Context: an optimization exercise on an open-source flow, tuned for a short achievable clock period and few clock cycles per item. The choices shown serve that exercise and are no tape-out recipe.
The RTL was checked by simulation tests, not by an equivalence proof against the original design.
No activity file was given, so power comes from the tool's default toggle rates.

==> design/flow/design.v <==
`timescale 1ns/10ps
`default_nettype none
package rv_isa_pkg;
  localparam int XLEN = 32;
  typedef logic [XLEN-1:0] word_t;
  localparam int REG_AW = 5;
  typedef logic [REG_AW-1:0] reg_idx_t;
  localparam logic [6:0] OP_LOAD   = 7'b0000011;
  localparam logic [6:0] OP_STORE  = 7'b0100011;
  localparam logic [6:0] OP_BRANCH = 7'b1100011;
  localparam logic [6:0] OP_JALR   = 7'b1100111;
  localparam logic [6:0] OP_JAL    = 7'b1101111;
  localparam logic [6:0] OP_IMM    = 7'b0010011;
  localparam logic [6:0] OP_REG    = 7'b0110011;
  localparam logic [6:0] OP_SYSTEM = 7'b1110011;
  localparam logic [6:0] OP_AUIPC  = 7'b0010111;
  localparam logic [6:0] OP_LUI    = 7'b0110111;
  typedef struct packed {
    logic [6:0] funct7;
    reg_idx_t   rs2;
    reg_idx_t   rs1;
    logic [2:0] funct3;
    reg_idx_t   rd;
    logic [6:0] opcode;
  } r_fmt_t;
  typedef struct packed {
    logic [11:0] imm;
    reg_idx_t    rs1;
    logic [2:0]  funct3;
    reg_idx_t    rd;
    logic [6:0]  opcode;
  } i_fmt_t;
  typedef struct packed {
    logic [6:0] imm_hi;
    reg_idx_t   rs2;
    reg_idx_t   rs1;
    logic [2:0] funct3;
    logic [4:0] imm_lo;
    logic [6:0] opcode;
  } s_fmt_t;
  typedef struct packed {
    logic       imm_12;
    logic [5:0] imm_10_5;
    reg_idx_t   rs2;
    reg_idx_t   rs1;
    logic [2:0] funct3;
    logic [3:0] imm_4_1;
    logic       imm_11;
    logic [6:0] opcode;
  } b_fmt_t;
  typedef struct packed {
    logic [19:0] imm;
    reg_idx_t    rd;
    logic [6:0]  opcode;
  } u_fmt_t;
  typedef struct packed {
    logic       imm_20;
    logic [9:0] imm_10_1;
    logic       imm_11;
    logic [7:0] imm_19_12;
    reg_idx_t   rd;
    logic [6:0] opcode;
  } j_fmt_t;
  typedef union packed {
    r_fmt_t r_fmt;
    i_fmt_t i_fmt;
    s_fmt_t s_fmt;
    b_fmt_t b_fmt;
    u_fmt_t u_fmt;
    j_fmt_t j_fmt;
  } inst_t;
endpackage
`default_nettype wire
`timescale 1ns/10ps
`default_nettype none
package rv_ctrl_pkg;
  localparam int ALU_OP_W = 4;
  localparam logic [ALU_OP_W-1:0] ALU_ADD    = 4'd0;
  localparam logic [ALU_OP_W-1:0] ALU_SUB    = 4'd1;
  localparam logic [ALU_OP_W-1:0] ALU_AND    = 4'd2;
  localparam logic [ALU_OP_W-1:0] ALU_OR     = 4'd3;
  localparam logic [ALU_OP_W-1:0] ALU_XOR    = 4'd4;
  localparam logic [ALU_OP_W-1:0] ALU_SLL    = 4'd5;
  localparam logic [ALU_OP_W-1:0] ALU_SRL    = 4'd6;
  localparam logic [ALU_OP_W-1:0] ALU_SRA    = 4'd7;
  localparam logic [ALU_OP_W-1:0] ALU_SLT    = 4'd8;
  localparam logic [ALU_OP_W-1:0] ALU_SLTU   = 4'd9;
  localparam logic [ALU_OP_W-1:0] ALU_PASS_B = 4'd10;
  localparam logic [ALU_OP_W-1:0] ALU_LINK   = 4'd11;
  localparam int BR_OP_W = 3;
  localparam logic [BR_OP_W-1:0] BR_NONE = 3'd0;
  localparam logic [BR_OP_W-1:0] BR_EQ   = 3'd1;
  localparam logic [BR_OP_W-1:0] BR_NE   = 3'd2;
  localparam logic [BR_OP_W-1:0] BR_LT   = 3'd3;
  localparam logic [BR_OP_W-1:0] BR_GE   = 3'd4;
  localparam logic [BR_OP_W-1:0] BR_LTU  = 3'd5;
  localparam logic [BR_OP_W-1:0] BR_GEU  = 3'd6;
  localparam int FWD_W = 2;
  localparam logic [FWD_W-1:0] FWD_REG = 2'd0;
  localparam logic [FWD_W-1:0] FWD_MEM = 2'd1;
  localparam logic [FWD_W-1:0] FWD_WB  = 2'd2;
  localparam logic [31:0] NOP_WORD = 32'h0000_0013;
endpackage
`default_nettype wire
`timescale 1ns/10ps
`default_nettype none
module rv_regfile (
  input  logic                 clk,
  input  logic                 rst,
  input  rv_isa_pkg::reg_idx_t rs1,
  input  rv_isa_pkg::reg_idx_t rs2,
  input  rv_isa_pkg::reg_idx_t rd,
  input  rv_isa_pkg::word_t    rd_data,
  input  logic                 we,
  output rv_isa_pkg::word_t    rs1_data,
  output rv_isa_pkg::word_t    rs2_data
);
  rv_isa_pkg::word_t regs [1:2**rv_isa_pkg::REG_AW-1];
  function automatic rv_isa_pkg::word_t read_port(input rv_isa_pkg::reg_idx_t idx);
    if (idx == '0) begin
      read_port = '0;
    end else if (we && idx == rd) begin
      read_port = rd_data;
    end else begin
      read_port = regs[idx];
    end
  endfunction
  always_ff @(posedge clk) begin
    if (rst) begin
      for (int i = 1; i < 2**rv_isa_pkg::REG_AW; i++) begin
        regs[i] <= '0;
      end
    end else if (we) begin
      regs[rd] <= rd_data;
    end
  end
  always_comb begin
    rs1_data = read_port(rs1);
    rs2_data = read_port(rs2);
  end
endmodule
`default_nettype wire
`timescale 1ns/10ps
`default_nettype none
module rv_decoder (
  input  rv_isa_pkg::inst_t                inst,
  output rv_isa_pkg::reg_idx_t             rd,
  output rv_isa_pkg::reg_idx_t             rs1,
  output rv_isa_pkg::reg_idx_t             rs2,
  output rv_isa_pkg::word_t                imm,
  output logic [rv_ctrl_pkg::ALU_OP_W-1:0] alu_op,
  output logic [rv_ctrl_pkg::BR_OP_W-1:0]  br_op,
  output logic                             use_imm,
  output logic                             a_is_pc,
  output logic                             reg_we,
  output logic                             mem_rd,
  output logic                             mem_we,
  output logic                             is_jump,
  output logic                             is_jalr,
  output logic                             is_ecall
);
  logic [6:0] funct7;
  logic [2:0] funct3;
  logic       valid;
  function automatic logic [rv_ctrl_pkg::ALU_OP_W-1:0] alu_from_f3(input logic [2:0] f3, input logic alt);
    case (f3)
      3'b000:  alu_from_f3 = alt ? rv_ctrl_pkg::ALU_SUB : rv_ctrl_pkg::ALU_ADD;
      3'b001:  alu_from_f3 = rv_ctrl_pkg::ALU_SLL;
      3'b010:  alu_from_f3 = rv_ctrl_pkg::ALU_SLT;
      3'b011:  alu_from_f3 = rv_ctrl_pkg::ALU_SLTU;
      3'b100:  alu_from_f3 = rv_ctrl_pkg::ALU_XOR;
      3'b101:  alu_from_f3 = alt ? rv_ctrl_pkg::ALU_SRA : rv_ctrl_pkg::ALU_SRL;
      3'b110:  alu_from_f3 = rv_ctrl_pkg::ALU_OR;
      default: alu_from_f3 = rv_ctrl_pkg::ALU_AND;
    endcase
  endfunction
  assign funct7 = inst.r_fmt.funct7;
  assign funct3 = inst.r_fmt.funct3;
  always_comb begin
    rd       = inst.r_fmt.rd;
    rs1      = '0;
    rs2      = '0;
    imm      = '0;
    alu_op   = rv_ctrl_pkg::ALU_ADD;
    br_op    = rv_ctrl_pkg::BR_NONE;
    use_imm  = 1'b0;
    a_is_pc  = 1'b0;
    reg_we   = 1'b0;
    mem_rd   = 1'b0;
    mem_we   = 1'b0;
    is_jump  = 1'b0;
    is_jalr  = 1'b0;
    is_ecall = 1'b0;
    valid    = 1'b1;
    case (inst.r_fmt.opcode)
      rv_isa_pkg::OP_REG: begin
        rs1    = inst.r_fmt.rs1;
        rs2    = inst.r_fmt.rs2;
        reg_we = 1'b1;
        alu_op = alu_from_f3(funct3, funct7[5]);
        valid  = funct7 == 7'h00 ||
                 (funct7 == 7'h20 && (funct3 == 3'b000 || funct3 == 3'b101));
      end
      rv_isa_pkg::OP_IMM: begin
        rs1     = inst.i_fmt.rs1;
        imm     = {{20{inst.i_fmt.imm[11]}}, inst.i_fmt.imm};
        use_imm = 1'b1;
        reg_we  = 1'b1;
        alu_op  = alu_from_f3(funct3, funct3 == 3'b101 && funct7[5]);
        if (funct3 == 3'b001) begin
          valid = funct7 == 7'h00;
        end else if (funct3 == 3'b101) begin
          valid = funct7 == 7'h00 || funct7 == 7'h20;
        end
      end
      rv_isa_pkg::OP_LOAD: begin
        rs1     = inst.i_fmt.rs1;
        imm     = {{20{inst.i_fmt.imm[11]}}, inst.i_fmt.imm};
        use_imm = 1'b1;
        reg_we  = 1'b1;
        mem_rd  = 1'b1;
        valid   = funct3 == 3'b010;
      end
      rv_isa_pkg::OP_STORE: begin
        rs1     = inst.s_fmt.rs1;
        rs2     = inst.s_fmt.rs2;
        imm     = {{20{inst.s_fmt.imm_hi[6]}}, inst.s_fmt.imm_hi, inst.s_fmt.imm_lo};
        use_imm = 1'b1;
        mem_we  = 1'b1;
        valid   = funct3 == 3'b010;
      end
      rv_isa_pkg::OP_BRANCH: begin
        rs1 = inst.b_fmt.rs1;
        rs2 = inst.b_fmt.rs2;
        imm = {{19{inst.b_fmt.imm_12}}, inst.b_fmt.imm_12, inst.b_fmt.imm_11,
               inst.b_fmt.imm_10_5, inst.b_fmt.imm_4_1, 1'b0};
        case (funct3)
          3'b000:  br_op = rv_ctrl_pkg::BR_EQ;
          3'b001:  br_op = rv_ctrl_pkg::BR_NE;
          3'b100:  br_op = rv_ctrl_pkg::BR_LT;
          3'b101:  br_op = rv_ctrl_pkg::BR_GE;
          3'b110:  br_op = rv_ctrl_pkg::BR_LTU;
          3'b111:  br_op = rv_ctrl_pkg::BR_GEU;
          default: valid = 1'b0;
        endcase
      end
      rv_isa_pkg::OP_JAL: begin
        imm     = {{11{inst.j_fmt.imm_20}}, inst.j_fmt.imm_20, inst.j_fmt.imm_19_12,
                   inst.j_fmt.imm_11, inst.j_fmt.imm_10_1, 1'b0};
        alu_op  = rv_ctrl_pkg::ALU_LINK;
        a_is_pc = 1'b1;
        reg_we  = 1'b1;
        is_jump = 1'b1;
      end
      rv_isa_pkg::OP_JALR: begin
        rs1     = inst.i_fmt.rs1;
        imm     = {{20{inst.i_fmt.imm[11]}}, inst.i_fmt.imm};
        alu_op  = rv_ctrl_pkg::ALU_LINK;
        a_is_pc = 1'b1;
        reg_we  = 1'b1;
        is_jump = 1'b1;
        is_jalr = 1'b1;
        valid   = funct3 == 3'b000;
      end
      rv_isa_pkg::OP_LUI: begin
        imm     = {inst.u_fmt.imm, 12'h000};
        alu_op  = rv_ctrl_pkg::ALU_PASS_B;
        use_imm = 1'b1;
        reg_we  = 1'b1;
      end
      rv_isa_pkg::OP_AUIPC: begin
        imm     = {inst.u_fmt.imm, 12'h000};
        use_imm = 1'b1;
        a_is_pc = 1'b1;
        reg_we  = 1'b1;
      end
      rv_isa_pkg::OP_SYSTEM: begin
        is_ecall = inst == 32'h0000_0073;
        valid    = is_ecall;
      end
      default: valid = 1'b0;
    endcase
    if (!valid) begin
      rs1     = '0;
      rs2     = '0;
      br_op   = rv_ctrl_pkg::BR_NONE;
      reg_we  = 1'b0;
      mem_rd  = 1'b0;
      mem_we  = 1'b0;
      is_jump = 1'b0;
      is_jalr = 1'b0;
    end
    if (rd == '0) begin
      reg_we = 1'b0;
      mem_rd = 1'b0;
    end
  end
endmodule
`default_nettype wire
`timescale 1ns/10ps
`default_nettype none
module rv_add32 (
  input  logic [31:0] a,
  input  logic [31:0] b,
  input  logic        cin,
  output logic [31:0] s
);
  logic [31:0] g [6];
  logic [31:0] p [6];
  always_comb begin
    g[0] = a & b;
    p[0] = a ^ b;
    g[0][0] = (a[0] & b[0]) | ((a[0] ^ b[0]) & cin);
    for (int l = 0; l < 5; l++) begin
      for (int i = 0; i < 32; i++) begin
        if (i >= (1 << l)) begin
          g[l+1][i] = g[l][i] | (p[l][i] & g[l][i-(1<<l)]);
          p[l+1][i] = p[l][i] & p[l][i-(1<<l)];
        end else begin
          g[l+1][i] = g[l][i];
          p[l+1][i] = p[l][i];
        end
      end
    end
    s = (a ^ b) ^ {g[5][30:0], cin};
  end
endmodule
module rv_cmp32 (
  input  logic [31:0] a,
  input  logic [31:0] b,
  output logic        eq,
  output logic        lt,
  output logic        ltu
);
  logic [30:0] l [6];
  logic [30:0] e [6];
  always_comb begin
    l[0] = ~a[30:0] & b[30:0];
    e[0] = ~(a[30:0] ^ b[30:0]);
    for (int k = 0; k < 5; k++) begin
      for (int i = 0; i < 31; i++) begin
        if (i % (2 << k) == 0 && i + (1 << k) < 31) begin
          l[k+1][i] = l[k][i+(1<<k)] | (e[k][i+(1<<k)] & l[k][i]);
          e[k+1][i] = e[k][i+(1<<k)] & e[k][i];
        end else begin
          l[k+1][i] = l[k][i];
          e[k+1][i] = e[k][i];
        end
      end
    end
    eq  = (a[31] == b[31]) && e[5][0];
    ltu = (!a[31] && b[31]) || ((a[31] == b[31]) && l[5][0]);
    lt  = (a[31] && !b[31]) || ((a[31] == b[31]) && l[5][0]);
  end
endmodule
`default_nettype wire
`timescale 1ns/10ps
`default_nettype none
module rv_hazard (
  input  rv_isa_pkg::reg_idx_t          d_rs1,
  input  rv_isa_pkg::reg_idx_t          d_rs2,
  input  rv_isa_pkg::reg_idx_t          x_rs1,
  input  rv_isa_pkg::reg_idx_t          x_rs2,
  input  rv_isa_pkg::reg_idx_t          x_rd,
  input  rv_isa_pkg::reg_idx_t          m_rd,
  input  rv_isa_pkg::reg_idx_t          w_rd,
  input  logic                          x_mem_rd,
  input  logic                          m_reg_we,
  input  logic                          w_reg_we,
  input  logic                          redirect,
  output logic [rv_ctrl_pkg::FWD_W-1:0] fwd_a,
  output logic [rv_ctrl_pkg::FWD_W-1:0] fwd_b,
  output logic                          stall,
  output logic                          flush_d,
  output logic                          flush_x
);
  logic load_use;
  function automatic logic [rv_ctrl_pkg::FWD_W-1:0] fwd_sel(input rv_isa_pkg::reg_idx_t rs);
    if (m_reg_we && m_rd == rs) begin
      fwd_sel = rv_ctrl_pkg::FWD_MEM;
    end else if (w_reg_we && w_rd == rs) begin
      fwd_sel = rv_ctrl_pkg::FWD_WB;
    end else begin
      fwd_sel = rv_ctrl_pkg::FWD_REG;
    end
  endfunction
  always_comb begin
    fwd_a    = fwd_sel(x_rs1);
    fwd_b    = fwd_sel(x_rs2);
    load_use = x_mem_rd && (x_rd == d_rs1 || x_rd == d_rs2);
    stall    = load_use && !redirect;
    flush_d  = redirect;
    flush_x  = redirect || load_use;
  end
endmodule
`default_nettype wire
`timescale 1ns/10ps
`default_nettype none
module rv_core #(
  parameter rv_isa_pkg::word_t RESET_PC = 32'h0000_0100
) (
  input  logic              clk,
  input  logic              rst,
  output rv_isa_pkg::word_t imem_addr,
  input  rv_isa_pkg::word_t imem_data,
  output rv_isa_pkg::word_t dmem_addr,
  output rv_isa_pkg::word_t dmem_wdata,
  output logic              dmem_we,
  input  rv_isa_pkg::word_t dmem_rdata,
  output logic              halt,
  output rv_isa_pkg::word_t trace_pc,
  output rv_isa_pkg::word_t trace_inst
);
  localparam logic [6:0] OP_LOAD   = 7'b0000011;
  localparam logic [6:0] OP_STORE  = 7'b0100011;
  localparam logic [6:0] OP_BRANCH = 7'b1100011;
  localparam logic [6:0] OP_JALR   = 7'b1100111;
  localparam logic [6:0] OP_JAL    = 7'b1101111;
  localparam logic [6:0] OP_IMM    = 7'b0010011;
  localparam logic [6:0] OP_REG    = 7'b0110011;
  localparam logic [6:0] OP_AUIPC  = 7'b0010111;
  localparam logic [6:0] OP_LUI    = 7'b0110111;
  localparam int R_ADD = 0;
  localparam int R_SUB = 1;
  localparam int R_AND = 2;
  localparam int R_OR  = 3;
  localparam int R_XOR = 4;
  localparam int R_SLL = 5;
  localparam int R_SRL = 6;
  localparam int R_SLT = 7;
  localparam int R_SLTU = 8;
  localparam int R_ALT = 9;
  localparam int R_W   = 10;
  logic        x_redirect;
  logic        x_squash;
  logic        r_q;
  logic        r_sel;
  logic [31:0] r_xpc;
  logic [31:0] r_dpc;
  logic        d_v;
  logic        d_redirect;
  logic [31:0] d_redirect_pc;
  logic [31:0] x_redirect_pc;
  logic [31:0] pc;
  logic [31:0] f_inst;
  logic        f_is_jal;
  logic        f_is_br;
  logic        f_take;
  logic [31:0] f_tgt;
  logic [31:0] pc_next;
  assign imem_addr = pc;
  assign f_inst    = imem_data;
  localparam int BP_AW = 5;
  localparam int BP_N  = 2**BP_AW;
  localparam int JP_AW = 3;
  localparam int JP_N  = 2**JP_AW;
  logic [2:0]  bt_cnt  [BP_N];
  logic [2:0]  bt_trip [BP_N];
  logic        bt_tv   [BP_N];
  logic        bt_back [BP_N];
  logic [1:0]  bt_ctr  [BP_N];
  logic        bt_cv   [BP_N];
  logic        jt_v    [JP_N];
  logic [31:1] jt_tgt  [JP_N];
  logic [BP_AW-1:0] f_bidx;
  logic [JP_AW-1:0] f_jidx;
  logic        f_is_jalr;
  logic        f_br_take;
  logic [31:0] f_ptgt;
  assign f_bidx = pc[BP_AW+1:2];
  assign f_jidx = pc[JP_AW+1:2];
  localparam int LV_N = 8;
  logic        lv_v   [LV_N];
  logic [1:0]  lv_tag [LV_N];
  logic [31:1] lv_val [LV_N];
  logic [4:0]  f_rs1;
  logic        f_lv_hit;
  assign f_rs1    = f_inst[19:15];
  assign f_lv_hit = lv_v[f_rs1[2:0]] && lv_tag[f_rs1[2:0]] == f_rs1[4:3] &&
                    f_inst[31:20] == 12'd0;
  assign f_ptgt   = f_lv_hit ? {lv_val[f_rs1[2:0]], 1'b0} : {jt_tgt[f_jidx], 1'b0};
  logic f_lp_ok;
  logic d_addi;
  logic d_lp_zero;
  logic [31:0] d_lp_k;
  logic [31:0] d_lp_imm;
  assign d_addi    = d_v && d_faddi && !d_fwd1;
  assign d_lp_imm  = {{20{d_inst[31]}}, d_inst[31:20]};
  assign d_lp_k    = d_op1 ^ d_lp_imm;
  assign d_lp_zero = !d_lp_k[0] && (d_lp_k[31:1] == (d_op1[30:0] | d_lp_imm[30:0]));
  assign f_lp_ok   = d_addi && f_inst[24:20] == 5'd0 && f_inst[14:13] == 2'b00 &&
                     f_inst[19:15] == d_rd;
  logic [31:0] f_imm;
  logic [31:0] f_sum;
  logic [31:0] f_pc4;
  always_comb begin
    if (f_inst[3])
      f_imm = {{12{f_inst[31]}}, f_inst[19:12], f_inst[20], f_inst[30:21], 1'b0};
    else if (f_inst[2])
      f_imm = {f_inst[31:12], 12'h000};
    else
      f_imm = {{20{f_inst[31]}}, f_inst[7], f_inst[30:25], f_inst[11:8], 1'b0};
  end
  rv_add32 i_add_ftgt (.a(pc), .b(f_imm), .cin(1'b0), .s(f_sum));
  rv_add32 i_add_fpc4 (.a(pc), .b(32'd4), .cin(1'b0), .s(f_pc4));
  logic        f_ja_hit;
  logic [31:0] f_jsum;
  logic [31:0] f_jtgt;
  rv_add32 i_add_fjalr (.a(d_ftgt), .b({{20{f_inst[31]}}, f_inst[31:20]}), .cin(1'b0), .s(f_jsum));
  assign f_ja_hit = d_v && d_fauipc && d_rd == f_inst[19:15];
  assign f_jtgt   = f_ja_hit ? {f_jsum[31:1], 1'b0} : f_ptgt;
  always_comb begin
    f_is_jal  = f_inst[6:0] == OP_JAL;
    f_is_br   = f_inst[6:0] == OP_BRANCH && f_inst[14:13] != 2'b01;
    f_is_jalr = f_inst[6:0] == OP_JALR && f_inst[14:12] == 3'b000;
    if (f_lp_ok)
      f_br_take = f_inst[12] ^ d_lp_zero;
    else if (f_inst[31])
      f_br_take = bt_back[f_bidx];
    else if (bt_cv[f_bidx])
      f_br_take = bt_ctr[f_bidx][1];
    else
      f_br_take = f_inst[14:12] == 3'b001 || f_inst[14:12] == 3'b101;
    f_take = f_is_jal || (f_is_br && f_br_take) ||
             (f_is_jalr && (f_ja_hit || f_lv_hit || jt_v[f_jidx]));
    f_tgt = f_is_jalr ? f_jtgt : f_sum;
  end
  always_comb begin
    if (r_q)         pc_next = r_sel ? r_xpc : r_dpc;
    else if (f_take) pc_next = f_tgt;
    else             pc_next = f_pc4;
  end
  always_ff @(posedge clk) begin
    if (rst) pc <= RESET_PC;
    else     pc <= pc_next;
  end
  logic        d_valid;
  logic [31:0] d_pc;
  logic [31:0] d_inst;
  logic        d_pred;
  logic [31:1] d_ptgt;
  logic [31:0] d_ftgt;
  logic        d_fbr;
  logic        d_faddi;
  logic        d_fauipc;
  assign d_v = d_valid && !r_q;
  always_ff @(posedge clk) begin
    if (rst || r_q) begin
      d_valid <= 1'b0;
    end else begin
      d_valid <= 1'b1;
    end
  end
  always_ff @(posedge clk) begin
    d_pc   <= pc;
    d_inst <= f_inst;
    d_pred <= f_take;
    d_ptgt <= f_jtgt[31:1];
    d_ftgt <= f_tgt;
    d_fbr  <= f_is_br;
    d_faddi <= f_inst[6:0] == OP_IMM && f_inst[14:12] == 3'b000 && f_inst[11:7] != 5'd0;
    d_fauipc <= f_inst[6:0] == OP_AUIPC && f_inst[11:7] != 5'd0;
  end
  logic [6:0]  d_op;
  logic [2:0]  d_f3;
  logic [6:0]  d_f7;
  logic [4:0]  d_rd;
  logic [4:0]  d_rs1;
  logic [4:0]  d_rs2;
  logic        d_ok;
  logic        d_use1;
  logic        d_use2;
  logic        d_use_imm;
  logic        d_we;
  logic        d_load;
  logic        d_store;
  logic        d_is_br;
  logic        d_is_jalr;
  logic        d_ecall;
  logic [31:0] d_imm;
  logic [R_W-1:0] d_rsel;
  logic        d_link;
  logic        d_auipc;
  logic [31:0] d_target;
  logic [31:0] d_pc4;
  logic [31:0] d_alt;
  assign d_op  = d_inst[6:0];
  assign d_f3  = d_inst[14:12];
  assign d_f7  = d_inst[31:25];
  assign d_rd  = d_inst[11:7];
  always_comb begin
    d_ok      = 1'b0;
    d_use1    = 1'b0;
    d_use2    = 1'b0;
    d_use_imm = 1'b0;
    d_we      = 1'b0;
    d_load    = 1'b0;
    d_store   = 1'b0;
    d_is_br   = 1'b0;
    d_is_jalr = 1'b0;
    d_ecall   = 1'b0;
    d_imm     = {{20{d_inst[31]}}, d_inst[31:20]};
    d_rsel    = '0;
    d_link    = 1'b0;
    d_auipc   = 1'b0;
    case (d_op)
      OP_REG: begin
        d_ok   = d_f7 == 7'h00 || (d_f7 == 7'h20 && (d_f3 == 3'b000 || d_f3 == 3'b101));
        d_use1 = 1'b1;
        d_use2 = 1'b1;
        d_we   = 1'b1;
      end
      OP_IMM: begin
        d_ok      = d_f3 == 3'b001 ? d_f7 == 7'h00 :
                    d_f3 == 3'b101 ? (d_f7 == 7'h00 || d_f7 == 7'h20) : 1'b1;
        d_use1    = 1'b1;
        d_use_imm = 1'b1;
        d_we      = 1'b1;
      end
      OP_LOAD: begin
        d_ok      = d_f3 == 3'b010;
        d_use1    = 1'b1;
        d_use_imm = 1'b1;
        d_we      = 1'b1;
        d_load    = 1'b1;
      end
      OP_STORE: begin
        d_ok      = d_f3 == 3'b010;
        d_use1    = 1'b1;
        d_use2    = 1'b1;
        d_use_imm = 1'b1;
        d_store   = 1'b1;
        d_imm     = {{20{d_inst[31]}}, d_inst[31:25], d_inst[11:7]};
      end
      OP_BRANCH: begin
        d_ok    = d_f3[2:1] != 2'b01;
        d_use1  = 1'b1;
        d_use2  = 1'b1;
        d_is_br = 1'b1;
        d_imm   = {{20{d_inst[31]}}, d_inst[7], d_inst[30:25], d_inst[11:8], 1'b0};
      end
      OP_JAL: begin
        d_ok      = 1'b1;
        d_we      = 1'b1;
        d_imm     = {{12{d_inst[31]}}, d_inst[19:12], d_inst[20], d_inst[30:21], 1'b0};
        d_link    = 1'b1;
      end
      OP_JALR: begin
        d_ok      = d_f3 == 3'b000;
        d_use1    = 1'b1;
        d_use_imm = 1'b1;
        d_we      = 1'b1;
        d_is_jalr = 1'b1;
        d_link    = 1'b1;
      end
      OP_LUI: begin
        d_ok      = 1'b1;
        d_we      = 1'b1;
        d_imm     = {d_inst[31:12], 12'h000};
      end
      OP_AUIPC: begin
        d_ok      = 1'b1;
        d_we      = 1'b1;
        d_use_imm = 1'b1;
        d_imm     = {d_inst[31:12], 12'h000};
        d_auipc   = 1'b1;
      end
      default: begin
        d_ok    = 1'b0;
        d_ecall = d_inst == 32'h0000_0073;
      end
    endcase
    if (d_op == OP_REG || d_op == OP_IMM) begin
      case (d_f3)
        3'b000: d_rsel[(d_op == OP_REG && d_f7[5]) ? R_SUB : R_ADD] = 1'b1;
        3'b001: d_rsel[R_SLL]  = 1'b1;
        3'b010: d_rsel[R_SLT]  = 1'b1;
        3'b011: d_rsel[R_SLTU] = 1'b1;
        3'b100: d_rsel[R_XOR]  = 1'b1;
        3'b101: d_rsel[R_SRL]  = 1'b1;
        3'b110: d_rsel[R_OR]   = 1'b1;
        default: d_rsel[R_AND] = 1'b1;
      endcase
    end else if (d_op == OP_LUI || d_op == OP_JAL || d_op == OP_JALR) begin
      d_rsel[R_ALT] = 1'b1;
    end else begin
      d_rsel[R_ADD] = 1'b1;
    end
    if (!d_ok || !d_v) begin
      d_use1    = 1'b0;
      d_use2    = 1'b0;
      d_we      = 1'b0;
      d_load    = 1'b0;
      d_store   = 1'b0;
      d_is_br   = 1'b0;
      d_is_jalr = 1'b0;
    end
    if (!d_v) d_ecall = 1'b0;
    if (d_rd == 5'd0) begin
      d_we   = 1'b0;
      d_load = 1'b0;
    end
  end
  assign d_rs1 = d_use1 ? d_inst[19:15] : 5'd0;
  assign d_rs2 = d_use2 ? d_inst[24:20] : 5'd0;
  assign d_target = d_ftgt;
  rv_add32 i_add_dpc4 (.a(d_pc), .b(32'd4), .cin(1'b0), .s(d_pc4));
  assign d_alt    = d_link ? d_pc4 : d_imm;
  logic [4:0]  w_rd;
  logic [31:0] w_data;
  logic        w_we;
  logic [4:0]  f_rs1i;
  logic [4:0]  f_rs2i;
  logic [31:0] rf1;
  logic [31:0] rf2;
  logic [31:0] d_rf1;
  logic [31:0] d_rf2;
  assign f_rs1i = f_inst[19:15];
  assign f_rs2i = f_inst[24:20];
  rv_regfile i_rv_regfile (
    .clk      (clk),
    .rst      (rst),
    .rs1      (f_rs1i),
    .rs2      (f_rs2i),
    .rd       (w_rd),
    .rd_data  (w_data),
    .we       (w_we),
    .rs1_data (rf1),
    .rs2_data (rf2)
  );
  always_ff @(posedge clk) begin
    d_rf1 <= rf1;
    d_rf2 <= rf2;
  end
  logic [31:0] m_result;
  logic [4:0]  m_rd;
  logic        m_we;
  logic        m_load;
  logic [31:0] m_wbval;
  logic [31:0] d_op1;
  logic [31:0] d_op2;
  logic        x_we;
  logic        x_load;
  logic [4:0]  x_rd;
  assign m_wbval = m_load ? dmem_rdata : m_result;
  logic d_fx1, d_fx2;
  logic d_fm1, d_fm2;
  logic d_fw1, d_fw2;
  always_ff @(posedge clk) begin
    d_fx1 <= d_we && d_rd == f_rs1i;
    d_fx2 <= d_we && d_rd == f_rs2i;
    d_fm1 <= x_we && !x_squash && x_rd == f_rs1i;
    d_fm2 <= x_we && !x_squash && x_rd == f_rs2i;
    d_fw1 <= m_we && m_rd == f_rs1i;
    d_fw2 <= m_we && m_rd == f_rs2i;
  end
  assign d_op1 = d_fm1 ? m_wbval : (d_fw1 ? w_data : d_rf1);
  assign d_op2 = d_fm2 ? m_wbval : (d_fw2 ? w_data : d_rf2);
  logic d_fwd1;
  logic d_fwd2;
  assign d_fwd1 = d_fx1;
  assign d_fwd2 = d_fx2;
  logic d_eq;
  logic d_lt;
  logic d_ltu;
  logic d_cond;
  logic d_br_res;
  rv_cmp32 i_cmp_d (.a(d_op1), .b(d_op2), .eq(d_eq), .lt(d_lt), .ltu(d_ltu));
  always_comb begin
    case (d_f3[2:1])
      2'b00:   d_cond = d_eq;
      2'b10:   d_cond = d_lt;
      default: d_cond = d_ltu;
    endcase
    d_cond = d_cond ^ d_f3[0];
  end
  assign d_br_res      = d_v && d_fbr && !d_fwd1 && !d_fwd2;
  assign d_redirect    = d_br_res && d_cond != d_pred;
  assign d_redirect_pc = d_pred ? d_pc4 : d_target;
  logic        x_valid;
  logic        x_store;
  logic        x_is_br;
  logic        x_is_jalr;
  logic        x_ecall;
  logic        x_pred;
  logic        x_dres;
  logic [31:1] x_ptgt;
  logic [2:0]  x_f3;
  logic [31:0] x_pc;
  logic [31:0] x_inst;
  logic [31:0] x_a;
  logic [31:0] x_b;
  logic [31:0] x_sd;
  logic        x_fa;
  logic        x_fb;
  logic        x_fsd;
  logic        x_fla;
  logic        x_flb;
  logic        x_flsd;
  logic [31:0] x_alt;
  logic [31:0] x_target;
  logic [31:0] x_pc4;
  logic [R_W-1:0] x_rsel;
  logic [8:0]  x_ssel;
  logic [8:0]  d_ssel;
  logic        x_sra;
  logic        x_sub;
  logic [2:0]  x_bsel;
  logic        x_binv;
  logic        d_sub;
  assign d_sub = d_op == OP_REG && d_f3 == 3'b000 && d_f7[5];
  always_comb begin
    logic nfa, nfla, nfb, nflb;
    nfa  = d_fwd1 && d_use1 && !x_load;
    nfla = d_fwd1 && d_use1 && x_load;
    nfb  = d_fwd2 && !d_use_imm && !x_load;
    nflb = d_fwd2 && !d_use_imm && x_load;
    d_ssel = '0;
    if (d_rsel[R_ADD] || d_rsel[R_SUB]) begin
      case ({nfa, nfla, nfb, nflb})
        4'b1000: d_ssel[1] = 1'b1;
        4'b0010: d_ssel[d_sub ? 3 : 2] = 1'b1;
        4'b1010: d_ssel[4] = !d_sub;
        4'b0100: d_ssel[5] = 1'b1;
        4'b0001: d_ssel[d_sub ? 7 : 6] = 1'b1;
        4'b0101: d_ssel[8] = !d_sub;
        default: d_ssel[0] = 1'b1;
      endcase
    end
  end
  always_ff @(posedge clk) begin
    if (rst) x_squash <= 1'b0;
    else     x_squash <= x_redirect;
  end
  always_ff @(posedge clk) begin
    if (rst) r_q <= 1'b0;
    else     r_q <= x_redirect || d_redirect;
  end
  always_ff @(posedge clk) begin
    r_sel <= x_redirect;
    r_xpc <= x_redirect_pc;
    r_dpc <= d_redirect_pc;
  end
  always_ff @(posedge clk) begin
    if (rst || !d_v) begin
      x_valid   <= 1'b0;
      x_we      <= 1'b0;
      x_load    <= 1'b0;
      x_store   <= 1'b0;
      x_is_br   <= 1'b0;
      x_is_jalr <= 1'b0;
      x_ecall   <= 1'b0;
    end else begin
      x_valid   <= 1'b1;
      x_we      <= d_we;
      x_load    <= d_load;
      x_store   <= d_store;
      x_is_br   <= d_is_br;
      x_is_jalr <= d_is_jalr;
      x_ecall   <= d_ecall;
    end
  end
  always_ff @(posedge clk) begin
    x_pred   <= d_pred;
    x_dres   <= d_br_res;
    x_ptgt   <= d_ptgt;
    x_f3     <= d_f3;
    x_pc     <= d_pc;
    x_inst   <= d_inst;
    x_rd     <= d_rd;
    x_a      <= d_auipc ? d_pc : d_op1;
    x_b      <= d_use_imm ? d_imm : (d_sub ? ~d_op2 : d_op2);
    x_sd     <= d_op2;
    x_fa     <= d_fwd1 && d_use1 && !x_load;
    x_fb     <= d_fwd2 && !d_use_imm && !x_load;
    x_fsd    <= d_fwd2 && !x_load;
    x_fla    <= d_fwd1 && d_use1 && x_load;
    x_flb    <= d_fwd2 && !d_use_imm && x_load;
    x_flsd   <= d_fwd2 && x_load;
    x_alt    <= d_alt;
    x_target <= d_target;
    x_pc4    <= d_pc4;
    x_rsel   <= d_rsel;
    x_ssel   <= d_ssel;
    x_sra    <= d_f7[5];
    x_sub    <= d_sub;
    x_bsel   <= {d_f3[2] & d_f3[1], d_f3[2] & !d_f3[1], !d_f3[2]};
    x_binv   <= d_f3[0] ^ d_pred;
  end
  logic [31:0] a;
  logic [31:0] b;
  logic [31:0] sd;
  logic [31:0] ld;
  logic [31:0] sum00, sum10, sum01, sum11, sumL0, sum0L, sumLL;
  logic [31:0] dif01, dif0L;
  logic        eq00, eq10, eq01, eqL0, eq0L;
  logic        lt00, lt10, lt01, ltL0, lt0L;
  logic        ltu00, ltu10, ltu01, ltuL0, ltu0L;
  logic        eq;
  logic        lt;
  logic        ltu;
  logic        cond_raw;
  logic        x_mispredict;
  logic [31:0] shl;
  logic [31:0] shr;
  logic [31:0] x_result;
  assign ld = dmem_rdata;
  assign a  = x_fa  ? m_result : (x_fla  ? ld : x_a);
  assign b  = x_fb  ? m_result : (x_flb  ? ld : x_b);
  assign sd = x_fsd ? m_result : (x_flsd ? ld : x_sd);
  rv_add32 i_add00 (.a(x_a),      .b(x_b),       .cin(x_sub), .s(sum00));
  rv_add32 i_add10 (.a(m_result), .b(x_b),       .cin(x_sub), .s(sum10));
  rv_add32 i_add01 (.a(x_a),      .b(m_result),  .cin(1'b0),  .s(sum01));
  rv_add32 i_dif01 (.a(x_a),      .b(~m_result), .cin(1'b1),  .s(dif01));
  rv_add32 i_add11 (.a(m_result), .b(m_result),  .cin(1'b0),  .s(sum11));
  rv_add32 i_addL0 (.a(ld),       .b(x_b),       .cin(x_sub), .s(sumL0));
  rv_add32 i_add0L (.a(x_a),      .b(ld),        .cin(1'b0),  .s(sum0L));
  rv_add32 i_dif0L (.a(x_a),      .b(~ld),       .cin(1'b1),  .s(dif0L));
  rv_add32 i_addLL (.a(ld),       .b(ld),        .cin(1'b0),  .s(sumLL));
  logic [31:0] jalr_sum;
  assign jalr_sum = x_fa ? sum10 : (x_fla ? sumL0 : sum00);
  rv_cmp32 i_cmp00 (.a(x_a),      .b(x_b),      .eq(eq00), .lt(lt00), .ltu(ltu00));
  rv_cmp32 i_cmp10 (.a(m_result), .b(x_b),      .eq(eq10), .lt(lt10), .ltu(ltu10));
  rv_cmp32 i_cmp01 (.a(x_a),      .b(m_result), .eq(eq01), .lt(lt01), .ltu(ltu01));
  rv_cmp32 i_cmpL0 (.a(ld),       .b(x_b),      .eq(eqL0), .lt(ltL0), .ltu(ltuL0));
  rv_cmp32 i_cmp0L (.a(x_a),      .b(ld),       .eq(eq0L), .lt(lt0L), .ltu(ltu0L));
  always_comb begin
    case ({x_fa, x_fla, x_fb, x_flb})
      4'b1000: begin eq = eq10; lt = lt10; ltu = ltu10; end
      4'b0010: begin eq = eq01; lt = lt01; ltu = ltu01; end
      4'b0100: begin eq = eqL0; lt = ltL0; ltu = ltuL0; end
      4'b0001: begin eq = eq0L; lt = lt0L; ltu = ltu0L; end
      4'b1010, 4'b0101: begin eq = 1'b1; lt = 1'b0; ltu = 1'b0; end
      default: begin eq = eq00; lt = lt00; ltu = ltu00; end
    endcase
  end
  assign shl = a << b[4:0];
  assign shr = $signed({x_sra & a[31], a}) >>> b[4:0];
  always_comb begin
    x_result = '0;
    x_result = ({32{x_ssel[0]}} & sum00) | ({32{x_ssel[1]}} & sum10) |
               ({32{x_ssel[2]}} & sum01) | ({32{x_ssel[3]}} & dif01) |
               ({32{x_ssel[4]}} & sum11) | ({32{x_ssel[5]}} & sumL0) |
               ({32{x_ssel[6]}} & sum0L) | ({32{x_ssel[7]}} & dif0L) |
               ({32{x_ssel[8]}} & sumLL);
    if (x_rsel[R_AND])  x_result = x_result | (a & b);
    if (x_rsel[R_OR])   x_result = x_result | (a | b);
    if (x_rsel[R_XOR])  x_result = x_result | (a ^ b);
    if (x_rsel[R_SLL])  x_result = x_result | shl;
    if (x_rsel[R_SRL])  x_result = x_result | shr;
    if (x_rsel[R_SLT])  x_result = x_result | {31'd0, lt};
    if (x_rsel[R_SLTU]) x_result = x_result | {31'd0, ltu};
    if (x_rsel[R_ALT])  x_result = x_result | x_alt;
  end
  assign cond_raw = (x_bsel[0] & eq) | (x_bsel[1] & lt) | (x_bsel[2] & ltu);
  function automatic logic jalr_check(input logic [31:0] ra, input logic [31:0] rb,
                                      input logic [31:1] pt);
    logic [31:1] jk;
    logic [30:1] jco;
    jk  = ra[31:1] ^ rb[31:1] ^ pt;
    jco = (ra[30:1] & rb[30:1]) | ((ra[30:1] ^ rb[30:1]) & jk[30:1]);
    jalr_check = (jk[1] == (ra[0] & rb[0])) && (jco == jk[31:2]);
  endfunction
  logic jalr_ok;
  logic jalr_ok_x;
  logic jalr_ok_m;
  logic jalr_ok_l;
  assign jalr_ok_x = jalr_check(x_a, x_b, x_ptgt);
  assign jalr_ok_m = jalr_check(m_result, x_b, x_ptgt);
  assign jalr_ok_l = jalr_check(ld, x_b, x_ptgt);
  assign jalr_ok   = x_fa ? jalr_ok_m : (x_fla ? jalr_ok_l : jalr_ok_x);
  assign x_mispredict = x_is_br && !x_dres && (cond_raw ^ x_binv) && !x_squash;
  assign x_redirect   = ((x_ecall || (x_is_jalr && !(x_pred && jalr_ok))) && !x_squash) ||
                        x_mispredict;
  always_comb begin
    if (x_is_jalr)                    x_redirect_pc = {jalr_sum[31:1], 1'b0};
    else if (x_ecall)                 x_redirect_pc = x_pc;
    else if (x_pred)                  x_redirect_pc = x_pc4;
    else                              x_redirect_pc = x_target;
  end
  logic x_link;
  assign x_link = x_rsel[R_ALT] && (x_inst[6:0] == OP_JAL || x_inst[6:0] == OP_JALR);
  always_ff @(posedge clk) begin
    if (rst) begin
      for (int i = 0; i < LV_N; i++) lv_v[i] <= 1'b0;
    end else if (x_we && !x_squash) begin
      if (x_link)
        lv_v[x_rd[2:0]] <= 1'b1;
      else if (lv_tag[x_rd[2:0]] == x_rd[4:3])
        lv_v[x_rd[2:0]] <= 1'b0;
    end
  end
  always_ff @(posedge clk) begin
    if (x_we && !x_squash && x_link) begin
      lv_tag[x_rd[2:0]] <= x_rd[4:3];
      lv_val[x_rd[2:0]] <= x_pc4[31:1];
    end
  end
  logic             m_bu;
  logic             m_back;
  logic             m_taken;
  logic [BP_AW-1:0] m_bidx;
  logic             m_ju;
  logic [JP_AW-1:0] m_jidx;
  logic [31:1]      m_jtgt;
  always_ff @(posedge clk) begin
    if (rst) begin
      m_bu <= 1'b0;
      m_ju <= 1'b0;
    end else begin
      m_bu <= x_is_br && !x_squash;
      m_ju <= x_is_jalr && !x_squash;
    end
  end
  logic             w_bu;
  logic             w_back;
  logic [BP_AW-1:0] w_bidx;
  logic [2:0]       w_cnt;
  logic [2:0]       w_trip;
  logic             w_tv;
  logic             w_bk;
  logic [1:0]       w_ctr;
  logic [BP_AW-1:0] x_bidx;
  logic             xw_hit;
  logic [2:0]       m_cnt;
  logic [2:0]       m_trip;
  logic             m_tv;
  logic [1:0]       m_ctr;
  assign x_bidx = x_pc[BP_AW+1:2];
  assign xw_hit = w_bu && w_bidx == x_bidx;
  always_ff @(posedge clk) begin
    m_back  <= x_inst[31];
    m_taken <= cond_raw ^ x_f3[0];
    m_bidx  <= x_bidx;
    m_jidx  <= x_pc[JP_AW+1:2];
    m_jtgt  <= jalr_sum[31:1];
    m_cnt   <= (xw_hit && w_back) ? w_cnt  : bt_cnt[x_bidx];
    m_trip  <= (xw_hit && w_back) ? w_trip : bt_trip[x_bidx];
    m_tv    <= (xw_hit && w_back) ? w_tv   : bt_tv[x_bidx];
    m_ctr   <= (xw_hit && !w_back) ? w_ctr :
               bt_cv[x_bidx] ? bt_ctr[x_bidx] :
               (x_f3 == 3'b001 || x_f3 == 3'b101) ? 2'd2 : 2'd1;
  end
  logic       mw_hit;
  logic [2:0] u_cnt;
  logic [2:0] u_trip;
  logic       u_tv;
  logic [1:0] u_ctr;
  logic [2:0] n_cnt;
  logic [2:0] n_trip;
  logic       n_tv;
  logic [1:0] n_ctr;
  logic       n_back;
  assign mw_hit = w_bu && w_bidx == m_bidx;
  assign u_cnt  = (mw_hit && w_back) ? w_cnt  : m_cnt;
  assign u_trip = (mw_hit && w_back) ? w_trip : m_trip;
  assign u_tv   = (mw_hit && w_back) ? w_tv   : m_tv;
  assign u_ctr  = (mw_hit && !w_back) ? w_ctr : m_ctr;
  always_comb begin
    n_cnt  = u_cnt;
    n_trip = u_trip;
    n_tv   = u_tv;
    if (m_taken) begin
      if (u_cnt != 3'd7) n_cnt = u_cnt + 3'd1;
      else               n_tv  = 1'b0;
    end else begin
      n_cnt  = 3'd0;
      n_trip = u_cnt + 3'd1;
      n_tv   = u_cnt != 3'd7;
    end
    n_back = !n_tv || ({1'b0, n_cnt} + 4'd1 < {1'b0, n_trip});
    if (m_taken) n_ctr = u_ctr == 2'd3 ? 2'd3 : u_ctr + 2'd1;
    else         n_ctr = u_ctr == 2'd0 ? 2'd0 : u_ctr - 2'd1;
  end
  always_ff @(posedge clk) begin
    if (rst) w_bu <= 1'b0;
    else     w_bu <= m_bu;
  end
  always_ff @(posedge clk) begin
    w_back <= m_back;
    w_bidx <= m_bidx;
    w_cnt  <= n_cnt;
    w_trip <= n_trip;
    w_tv   <= n_tv;
    w_bk   <= n_back;
    w_ctr  <= n_ctr;
  end
  always_ff @(posedge clk) begin
    if (rst) begin
      for (int i = 0; i < BP_N; i++) begin
        bt_cnt[i]  <= 3'd0;
        bt_tv[i]   <= 1'b0;
        bt_back[i] <= 1'b1;
        bt_cv[i]   <= 1'b0;
      end
    end else if (w_bu) begin
      if (w_back) begin
        bt_cnt[w_bidx]  <= w_cnt;
        bt_tv[w_bidx]   <= w_tv;
        bt_back[w_bidx] <= w_bk;
      end else begin
        bt_cv[w_bidx]   <= 1'b1;
      end
    end
  end
  always_ff @(posedge clk) begin
    if (w_bu && w_back)  bt_trip[w_bidx] <= w_trip;
    if (w_bu && !w_back) bt_ctr[w_bidx]  <= w_ctr;
  end
  always_ff @(posedge clk) begin
    if (rst) begin
      for (int i = 0; i < JP_N; i++) jt_v[i] <= 1'b0;
    end else if (m_ju) begin
      jt_v[m_jidx] <= 1'b1;
    end
  end
  always_ff @(posedge clk) begin
    if (m_ju) jt_tgt[m_jidx] <= m_jtgt;
  end
  logic        m_valid;
  logic        m_store;
  logic        m_ecall;
  logic [31:0] m_pc;
  logic [31:0] m_inst;
  logic [31:0] m_sd;
  always_ff @(posedge clk) begin
    if (rst) begin
      m_valid <= 1'b0;
      m_we    <= 1'b0;
      m_load  <= 1'b0;
      m_store <= 1'b0;
      m_ecall <= 1'b0;
    end else begin
      m_valid <= x_valid && !x_squash;
      m_we    <= x_we && !x_squash;
      m_load  <= x_load && !x_squash;
      m_store <= x_store && !x_squash;
      m_ecall <= x_ecall && !x_squash;
    end
  end
  always_ff @(posedge clk) begin
    m_result <= x_result;
    m_sd     <= sd;
    m_rd     <= x_rd;
    m_pc     <= x_pc;
    m_inst   <= x_inst;
  end
  assign dmem_addr  = m_result;
  assign dmem_wdata = m_sd;
  assign dmem_we    = m_store;
  logic [31:0] w_pc;
  logic [31:0] w_inst;
  logic        w_ecall;
  always_ff @(posedge clk) begin
    if (rst) begin
      w_pc    <= '0;
      w_we    <= 1'b0;
      w_ecall <= 1'b0;
    end else begin
      w_pc    <= m_valid ? m_pc : 32'd0;
      w_we    <= m_we;
      w_ecall <= m_ecall;
    end
  end
  always_ff @(posedge clk) begin
    w_data <= m_wbval;
    w_rd   <= m_rd;
    w_inst <= m_inst;
  end
  assign halt       = w_ecall;
  assign trace_pc   = w_pc;
  assign trace_inst = w_inst;
endmodule
`default_nettype wire
==> design/flow/flow/run.sh <==
#!/bin/bash
# The standard layout, except that synthesis and repair may not use the
# slow four-input and other wide stacked gates.
# Each step's full output is kept in a log file in this folder.
set -euo pipefail
HERE=$(pwd)
cat > "$HERE/flow_config.mk" <<EOC
include $HERE/config.mk
export DONT_USE_CELLS += sky130_fd_sc_hd__or4_1 sky130_fd_sc_hd__or4_2 sky130_fd_sc_hd__or4_4 sky130_fd_sc_hd__nor4_1 sky130_fd_sc_hd__nor4_2 sky130_fd_sc_hd__nor4_4 sky130_fd_sc_hd__or4b_1 sky130_fd_sc_hd__or4b_2 sky130_fd_sc_hd__or4b_4 sky130_fd_sc_hd__or4bb_1 sky130_fd_sc_hd__or4bb_2 sky130_fd_sc_hd__or4bb_4 sky130_fd_sc_hd__nor4b_1 sky130_fd_sc_hd__nor4b_2 sky130_fd_sc_hd__nor4b_4 sky130_fd_sc_hd__nor4bb_1 sky130_fd_sc_hd__nor4bb_2 sky130_fd_sc_hd__nor4bb_4 sky130_fd_sc_hd__a2111oi_0 sky130_fd_sc_hd__a2111oi_1 sky130_fd_sc_hd__a2111oi_2 sky130_fd_sc_hd__a2111oi_4 sky130_fd_sc_hd__o2111ai_1 sky130_fd_sc_hd__o2111ai_2 sky130_fd_sc_hd__o2111ai_4 sky130_fd_sc_hd__o41ai_1 sky130_fd_sc_hd__o41a_1 sky130_fd_sc_hd__a2111o_1 sky130_fd_sc_hd__o2111a_1 sky130_fd_sc_hd__a41oi_1 sky130_fd_sc_hd__o41ai_2 sky130_fd_sc_hd__o41ai_4 sky130_fd_sc_hd__a41oi_2 sky130_fd_sc_hd__a41oi_4 sky130_fd_sc_hd__and4_1 sky130_fd_sc_hd__and4_2 sky130_fd_sc_hd__and4_4 sky130_fd_sc_hd__and4b_1 sky130_fd_sc_hd__and4b_2 sky130_fd_sc_hd__and4b_4 sky130_fd_sc_hd__and4bb_1 sky130_fd_sc_hd__and4bb_2 sky130_fd_sc_hd__and4bb_4 sky130_fd_sc_hd__nand4_1 sky130_fd_sc_hd__nand4_2 sky130_fd_sc_hd__nand4_4 sky130_fd_sc_hd__nand4b_1 sky130_fd_sc_hd__nand4b_2 sky130_fd_sc_hd__nand4b_4 sky130_fd_sc_hd__nand4bb_1 sky130_fd_sc_hd__nand4bb_2 sky130_fd_sc_hd__nand4bb_4 sky130_fd_sc_hd__a311oi_1 sky130_fd_sc_hd__a311oi_2 sky130_fd_sc_hd__a311oi_4 sky130_fd_sc_hd__o311ai_0 sky130_fd_sc_hd__o311ai_1 sky130_fd_sc_hd__o311ai_2 sky130_fd_sc_hd__o311ai_4 sky130_fd_sc_hd__a311o_1 sky130_fd_sc_hd__a311o_2 sky130_fd_sc_hd__a311o_4 sky130_fd_sc_hd__o311a_1 sky130_fd_sc_hd__o311a_2 sky130_fd_sc_hd__o311a_4 sky130_fd_sc_hd__a2111o_2 sky130_fd_sc_hd__a2111o_4 sky130_fd_sc_hd__o2111a_2 sky130_fd_sc_hd__o2111a_4 sky130_fd_sc_hd__or3_1 sky130_fd_sc_hd__or3b_1 sky130_fd_sc_hd__nor3_1 sky130_fd_sc_hd__o32ai_1 sky130_fd_sc_hd__a32oi_1
EOC
bash standard.sh DESIGN_CONFIG="$HERE/flow_config.mk" synth > synth.log 2>&1
bash standard.sh DESIGN_CONFIG="$HERE/flow_config.mk" finish > layout.log 2>&1
==> design/flow/standard.sh <==
#!/bin/bash
# synth_recipe.tcl (not shown) runs the flow's synth.tcl, then flattens the netlist and writes it again
# the make line also repeats each setting of config.mk as NAME=value (left out here)
make -C /OpenROAD-flow-scripts/flow DESIGN_CONFIG=/design/flow/config.mk WORK_HOME=/design/flow/orfs CLKGATE_MAP_FILE= SYNTH_SCRIPT=/design/flow/synth_recipe.tcl "${@:-finish}"
==> design/flow/config.mk <==
export PLATFORM = sky130hd
export DESIGN_NAME = rv_core
export DESIGN_NICKNAME = rv_core
export VERILOG_FILES = /design/flow/design.v
export SDC_FILE = /design/flow/constraint.sdc
export NUM_CORES = 4
export LEC_CHECK = 0
export ABC_CLOCK_PERIOD_IN_PS = 3000
export CAP_MARGIN = 20
export CORE_MARGIN = 2
export CORE_UTILIZATION = 40
export SETUP_SLACK_MARGIN = 5
export SLEW_MARGIN = 20
==> design/flow/constraint.sdc <==
create_clock -name core_clock -period 8.0 [get_ports {clk}]
set_input_delay 1.6000 -clock core_clock [delete_from_list [all_inputs] [get_ports {clk}]]
set_output_delay 1.6000 -clock core_clock [all_outputs]
set_load 0.01 [all_outputs]
==> flow_summary.json, run 1 <==
{
  "status": "complete, no violations",
  "syn_area_per_cell_um2": 11.8,
  "final.period_utilization_pct": 51.0,
  "core_area_um2": 378000,
  "grt_max_degree": 67,
  "grt_pass1_vias": 115000,
  "synthMuxAreaShare_pct": 16.3,
  "die_height_um": 620,
  "finish.utilization_pct": 51.0,
  "ys_seq_elements": 2814,
  "syn_area_um2": 152000,
  "setup-violations-final": 0,
  "pwr_density_cell_nw_per_um2": 259,
  "dp_hpwl_um": 455000,
  "path_clk_slew_ns": 0.07,
  "synth_top_cell_by_area": "edfxtp_1",
  "drt.antenna.violating_nets": 0,
  "async_flop_share_pct": 0,
  "fin_tns_setup_ns": 0,
  "total_power_mw": 50.0,
  "yosysSeqAreaShare_pct": 49.2,
  "numCtsBuffers": 316,
  "fin_crit_ns": 4.08,
  "slew_violations": 0,
  "gp_congestion": 1.05,
  "root_buffer": "clkbuf_16",
  "synthCells": 12900,
  "insertion_delay_ns": 0.97,
  "portBuffers": 227,
  "path_class": "input pin to flip-flop",
  "layout.nets": 14600,
  "synth_simple_gate_area_share_pct": 12.2,
  "crit_path_end_kind": "flip-flop",
  "place_ws_ns": 1.30,
  "synthAdderAreaFrac_pct": 6.14,
  "rsz0062_at_grt": "true",
  "drt_iter0_markers": 17000,
  "p_leak_nw": 72.2,
  "ios": 228,
  "placementRows": 226,
  "grt_first_pass_wirelength_um": 942000,
  "synth_top_family_by_area": "multiplexers",
  "area_growth_pct": 27.2,
  "cts.sinks": 2814,
  "timing.critical_path.fanout_max": 3,
  "hold_viol_final": 0,
  "synth_flop_cell": "edfxtp_1",
  "die_w_um": 620,
  "dr_wl_met3_um": 79500,
  "drc": 0,
  "initial_core_util_pct": 40.1,
  "cp_data_required_time_ns": 8.80,
  "via_per_inst": 6.27,
  "antenna_found_initial": 54,
  "relSlewSlack_pct": 12.3,
  "top_layer": "met5",
  "layout_commonest_cell": "edfxtp_1",
  "mostFrequentLayoutCells": "1832 x edfxtp_1, 1192 x and2_1, 856 x nor2_1",
  "min_path_type": "flip-flop to flip-flop",
  "synth_nets": 13600,
  "synth.area.top_cells": "edfxtp_1 36%, dfxtp_1 13%, mux4_2 11%",
  "fin_skew_ns": 0.0782,
  "synth-edff-count": 1832,
  "firstDrtPassIters": 9,
  "max_freq_mhz": 245,
  "wirelength_um": 707000,
  "synth_top_area_share_pct": 36.2,
  "worst_pin_slew_ns": 1.30,
  "m1WireLength_um": 250000,
  "tritoncts": "done",
  "dr_total_vias": 120000,
  "crit_path_start_kind": "input pin",
  "grt_overflow": 0,
  "met2_length_um": 307000,
  "layout_setup_ws_ns": 3.92,
  "vdd_drop_max_mv": 0.179,
  "ys_warn_count": 8,
  "synth-compound-area-share_pct": 10.1,
  "drive_gt1_share_pct": 31.7,
  "cp_data_arrival_time_ns": 4.87,
  "maxCapViolations": 0,
  "htree_levels": 5,
  "clockBufferDepth": 4,
  "grt_use_total_pct": 35.5,
  "synthXorXnorAreaFrac_pct": 2.74,
  "r2r_slack_ns": 4.05,
  "dieArea_um2": 384000,
  "wl_per_cell_um": 36.9,
  "synth_cell_type_count": 74
}
-- worst paths after layout --
kind / startpoint / endpoint / depth (start not counted)
worst min register to register: d_ptgt[15]$_DFF_P_ / x_ptgt[15]$_DFF_P_ / 0
worst max register to register: x_a[0]$_DFF_P_ / m_result[30]$_DFF_P_ / 16
worst min-delay path: d_ptgt[15]$_DFF_P_ / x_ptgt[15]$_DFF_P_ / 0
worst max-delay path: dmem_rdata[0] / r_xpc[30]$_DFF_P_ / 18
-- final cells by class --
type / instances / area (um2)
antenna: 35 / 87.6
clock buffer: 421 / 8680
clock inverter: 155 / 1720
fill: 32700 / 185000
inverter: 419 / 1750
multi-input combinational: 8756 / 81100
sequential: 2814 / 75100
tap: 5016 / 6280
timing repair buffer: 1537 / 18300
timing repair inverter: 3 / 25.0
-- registers in the layout (all words and copies together), names as in the netlist, 64 cells and up --
| name | cells |
|---|---|
| i_rv_regfile.regs | 1024 |
| jt_tgt | 248 |
| lv_val | 248 |
| bt_cnt | 96 |
| bt_trip | 96 |
| bt_ctr | 64 |
-- cell usage after synthesis (all sizes together), types with 38 or more instances --
| cell | instances |
|---|---|
| a211oi | 132 |
| a22oi | 57 |
| o21ai | 573 |
| a221o | 38 |
| and2 | 1204 |
| nand2b | 80 |
| o221ai | 56 |
| inv | 413 |
| xor2 | 182 |
| a21oi | 649 |
| nand2 | 862 |
| clkbuf | 649 |
| nand3 | 221 |
| a21o | 116 |
| o21bai | 73 |
| mux2i | 587 |
| xnor2 | 293 |
| and3 | 113 |
| edfxtp | 1832 |
| ha | 579 |
| a31oi | 76 |
| o22ai | 54 |
| nor2b | 95 |
| o21a | 91 |
| fa | 102 |
| dfxtp | 982 |
| a221oi | 114 |
| mux2 | 121 |
| or2 | 39 |
| o31ai | 64 |
| buf | 233 |
| nor2 | 985 |
| o211ai | 169 |
| nor3b | 42 |
| mux4 | 775 |
-- critical path, stage by stage --
cell      delay [ns]
buf_16          0.12
fa_2            0.36
inv_2           0.08
fa_2            0.21
o21bai_1        0.08
a21oi_2         0.21
o211ai_1        0.14
a211o_2         0.39
a211oi_4        0.22
buf_6           0.16
and3b_2         0.24
o21a_1          0.22
buf_4           0.15
buf_6           0.11
a21oi_4         0.13
nor2_2          0.06
a221oi_2        0.25
a31oi_1         0.14
-- logic make-up after synthesis --
group / count (synthesis)
compound gates: 2396
xor+xnor: 475
fa+ha+maj: 684
buf+inv: 1301
flops: 2814
mux: 1483
simple gates: 3709
-- report_power, final --
part           switching (mW)  internal [mW]  total, mW
Clock                    6.42           8.51       14.9
Sequential               1.26           16.5       17.8
Combinational            10.7           6.56       17.2
Total                    18.3           31.6       50.0
-- what timing repair did --
item,in CTS,in global routing
buffers inserted,598,246
gates cloned,97,27
endpoints found under the setup margin,1692,543
pin swaps,421,350
resized for setup,2972,592
hold buffers,0,0
-- routing by layer --
metal  global-route usage, %  up-vias
li1                        -    49300
met5                       0        -
met2                    53.9     8236
met1                    43.3    60300
met4                    28.0       22
met3                    8.62     2322
-- metrics by stage --
| step | hold WS, ns | cell area [um2] | instances |
|---|---|---|---|
| CTS | 0.311 | 188000 | 18800 |
| finish | 0.301 | 193000 | 19200 |
| detailed placement | 0.312 | 161000 | 17600 |
| floorplan | 0.310 | 155000 | 12900 |
| global placement | 0.311 | 161000 | 17600 |
| global route | 0.316 | 193000 | 19100 |
Testbench counts, summed over its fixed seeds: cycles 161,846, instrs 157,230.
==> run 2, diff against run 1 <==
--- a/design/flow/design.v
+++ b/design/flow/design.v
@@ -802,6 +802,7 @@
   logic [31:0] x_pc4;
   logic [R_W-1:0] x_rsel;
   logic [8:0]  x_ssel;
+  logic [31:0] x_rpc;
   logic [8:0]  d_ssel;
   logic        x_sra;
   logic        x_sub;
@@ -882,6 +883,7 @@
     x_pc4    <= d_pc4;
     x_rsel   <= d_rsel;
     x_ssel   <= d_ssel;
+    x_rpc    <= d_ecall ? d_pc : (d_pred ? d_pc4 : d_target);
     x_sra    <= d_f7[5];
     x_sub    <= d_sub;
     x_bsel   <= {d_f3[2] & d_f3[1], d_f3[2] & !d_f3[1], !d_f3[2]};
@@ -972,12 +974,7 @@
   assign x_mispredict = x_is_br && !x_dres && (cond_raw ^ x_binv) && !x_squash;
   assign x_redirect   = ((x_ecall || (x_is_jalr && !(x_pred && jalr_ok))) && !x_squash) ||
                         x_mispredict;
-  always_comb begin
-    if (x_is_jalr)                    x_redirect_pc = {jalr_sum[31:1], 1'b0};
-    else if (x_ecall)                 x_redirect_pc = x_pc;
-    else if (x_pred)                  x_redirect_pc = x_pc4;
-    else                              x_redirect_pc = x_target;
-  end
+  assign x_redirect_pc = x_is_jalr ? {jalr_sum[31:1], 1'b0} : x_rpc;
   logic x_link;
   assign x_link = x_rsel[R_ALT] && (x_inst[6:0] == OP_JAL || x_inst[6:0] == OP_JALR);
   always_ff @(posedge clk) begin
==> run 2 against run 1 <==
- wire length shrank 4.7%
- sequential power is essentially flat
- via count shrank 1.8%
- sequential cell count is the same
- sequential share of layout area grew 0.54 points
- core utilization shrank 0.42 points
- largest power group unchanged
==> flow_summary.json, run 2 <==
{
  "grt_overflow": 0,
  "synth_cell_type_count": 83,
  "dr_wl_met3_um": 82400,
  "drt.antenna.violating_nets": 0,
  "rsz0062_at_grt": "true",
  "top_layer": "met5",
  "synth-edff-count": 1832,
  "crit_path_start_kind": "flip-flop",
  "synth_nets": 13400,
  "wl_per_cell_um": 35.6,
  "htree_levels": 5,
  "cp_data_arrival_time_ns": 4.84,
  "tritoncts": "done",
  "die_w_um": 619,
  "ys_seq_elements": 2814,
  "synthAdderAreaFrac_pct": 6.16,
  "initial_core_util_pct": 40.2,
  "hold_slack_ns": 0.310,
  "max_freq_mhz": 252,
  "placementRows": 225,
  "drt_iter0_markers": 18300,
  "m1WireLength_um": 252000,
  "timing.critical_path.fanout_max": 10,
  "met2_length_um": 285000,
  "dieArea_um2": 383000,
  "clockBufferDepth": 4,
  "synth.area.top_cells": "edfxtp_1 36%, dfxtp_1 13%, mux4_2 12%",
  "dp_hpwl_um": 437000,
  "path_cells": "ha_1 -> inv_1 -> and3_1 -> nand2_1 -> or3_4 -> a21oi_4 -> o21ai_4 -> a211oi_4 -> mux2i_2 -> o211a_1 -> nand3_1 -> a221o_1",
  "slowest_stage": "dfxtp_1",
  "cts-hold-fix-buffers": 0,
  "yosysSeqAreaShare_pct": 49.4,
  "min_path_type": "flip-flop to flip-flop",
  "syn_area_per_cell_um2": 11.9,
  "gp_congestion": 1.07,
  "synthCells": 12700,
  "via_per_inst": 6.22,
  "layout.nets": 14400,
  "syn_area_um2": 151000,
  "layout_commonest_cell": "edfxtp_1",
  "grt_pass1_vias": 111000,
  "hold_viol_final": 0,
  "grt_first_pass_wirelength_um": 904000,
  "area_growth_pct": 25.8,
  "synth_top_cell_by_area": "edfxtp_1",
  "synthMuxAreaShare_pct": 16.6,
  "largest_register_ffs": 1024,
  "slowest_delay_ns": 0.92,
  "grt_max_degree": 65,
  "worst_pin_slew_ns": 1.30,
  "synth.top_cells.by_count": "1832 x edfxtp_1, 1203 x and2_1, 982 x dfxtp_1",
  "vdd_drop_max_mv": 0.178,
  "core_area_um2": 376000,
  "path_clk_slew_ns": 0.07,
  "fin_tns_setup_ns": 0,
  "grt_use_total_pct": 34.0,
  "die_height_um": 619,
  "relSlewSlack_pct": 12.5,
  "ios": 228,
  "crit_path_end_kind": "flip-flop",
  "firstDrtPassIters": 8,
  "synth_top_family_by_area": "multiplexers",
  "synth_simple_gate_area_share_pct": 12.0,
  "status": "complete, no violations",
  "yosysMostFrequentCell": "edfxtp_1",
  "root_buffer": "clkbuf_16",
  "fin_crit_ns": 3.97,
  "drive_gt1_share_pct": 31.3,
  "synth-compound-area-share_pct": 9.61,
  "slew_violations": 0,
  "final.period_utilization_pct": 49.6,
  "setup-violations-final": 0,
  "path_class": "flip-flop to flip-flop",
  "mostFrequentLayoutCells": "1832 x edfxtp_1, 1194 x and2_1, 827 x buf_4",
  "maxCapViolations": 0,
  "antenna_found_initial": 62,
  "drc": 0,
  "wirelength_um": 674000,
  "synth_top_area_share_pct": 36.4,
  "async_flop_share_pct": 0,
  "insertion_delay_ns": 1.00,
  "synthXorXnorAreaFrac_pct": 2.85,
  "p_leak_nw": 71.9,
  "dr_total_vias": 118000,
  "cts.sinks": 2814,
  "ys_warn_count": 8,
  "cp_data_required_time_ns": 8.87,
  "numCtsBuffers": 314,
  "pwr_density_cell_nw_per_um2": 261,
  "portBuffers": 227,
  "synth_flop_cell": "edfxtp_1",
  "fin_skew_ns": 0.0779,
  "largest-register": "i_rv_regfile.regs",
  "fillerInstances": 32600
}
## run 2: changes by cell type in the layout (fill, tap and decap cells not counted), moves of 27 or more
cell	delta
a211oi_1	+30
nor2_1	-70
o21a_1	+31
buf_6	+37
a21oi_2	-38
o211ai_1	-36
buf_8	-27
buf_16	-43
a21oi_1	-50
inv_1	+36
buf_12	-44
buf_4	+36
## run 2: per-layer routing
metal	GRT usage (%)	up-vias
met5	0	-
met3	9.60	1899
li1	-	48500
met4	22.7	32
met2	49.1	7977
met1	44.3	59500
## run 2: layout make-up
class	instances	area (um2)	share of cell area [%]
clock inverters	160	1760	0.924
well taps	4994	6250	3.28
inverters	454	1910	1.00
clock buffers	419	8650	4.54
repair buffers	1495	16600	8.72
diodes	54	135	0.0710
flip-flops and latches	2814	75100	39.5
multi-input cells	8555	79900	42.0
repair inverters	4	33.8	0.0177
## run 2: through the flow
step           power [mW]  area [um2]  util (%)  setup slack [ns]  cells
6_report             49.7      190000      50.6              4.03  18900
4_1_cts              48.0      185000      49.2              4.10  18600
5_1_grt              50.8      190000      50.6              4.00  18900
3_5_place_dp         30.6      162000      43.0              1.77  17400
3_3_place_gp         30.6      162000      43.0              1.77  17400
2_1_floorplan        25.0      155000         -              3.23  12700
## run 2: timing repair
item / in CTS / in global routing
setup buffers: 572 / 241
endpoints found under the hold margin: 0 / 0
setup endpoints to repair: 1706 / 970
gates resized for setup: 2424 / 659
pin swaps: 331 / 341
cloned: 75 / 22
## run 2: worst paths after layout
check / start / endpoint / slack, ns / cells past startpoint
worst max register to register: x_b[16]$_DFF_P_ / m_result[30]$_DFF_P_ / 4.03 / 12
worst min register to register: d_ptgt[24]$_DFF_P_ / x_ptgt[24]$_DFF_P_ / 0.31 / 0
worst max-delay path: x_b[16]$_DFF_P_ / m_result[30]$_DFF_P_ / 4.03 / 12
worst min-delay path: d_ptgt[24]$_DFF_P_ / x_ptgt[24]$_DFF_P_ / 0.31 / 0
## run 2: cells by family after synthesis
logic type | count (synthesis)
flops | 2814
buf+inv | 1317
simple gates | 3618
mux | 1505
compound gates | 2247
fa+ha+maj | 684
xor+xnor | 492
## run 2: power by group
group	internal [mW]	switching [mW]
combinational	6.66	10.8
clock	8.33	6.45
sequential	16.5	0.941
total	31.5	18.2
## run 2: critical path, delay by kind of cell, from the launching register on
family                     cells  cell delay (ns)
and+or+nand+nor                4             0.88
muxes                          1             0.34
AOI/OAI and AO/OA              5             1.17
adders and majority gates      1             0.42
DFF                            1             0.92
buffers and inverters          1             0.17
Testbench counts of run 2, summed over its fixed seeds: cycles 161,846, instrs 157,230.

port drivers added, routing unchanged:
In the flow no input, the clock included, has a driving cell. The finished layouts below were timed again as built, in two steps. Step 1 assumes that a clkbuf_16 drives the clock port and a buf_2 every other input. Step 2 also shifts input and output timing later by t, the mid clock arrival at the registers, as if the neighbouring blocks saw the same clock. a / b / c = ideal ports / drivers / drivers and shift; a / b = the first two.
run	t (ns)	setup WS [ns]	worst data-port slew with drivers (ns)	cell pins on the clock port's net
run 1	1.056	3.922 / 3.951 / 2.895	0.42	1
run 2	1.073	4.031 / 3.998 / 2.925	0.41	1
After both steps setup and hold are still met in every run listed. For run 2, which loses most, drivers alone change the setup slack by -0.033 ns; drivers and shift together by -1.106 ns.
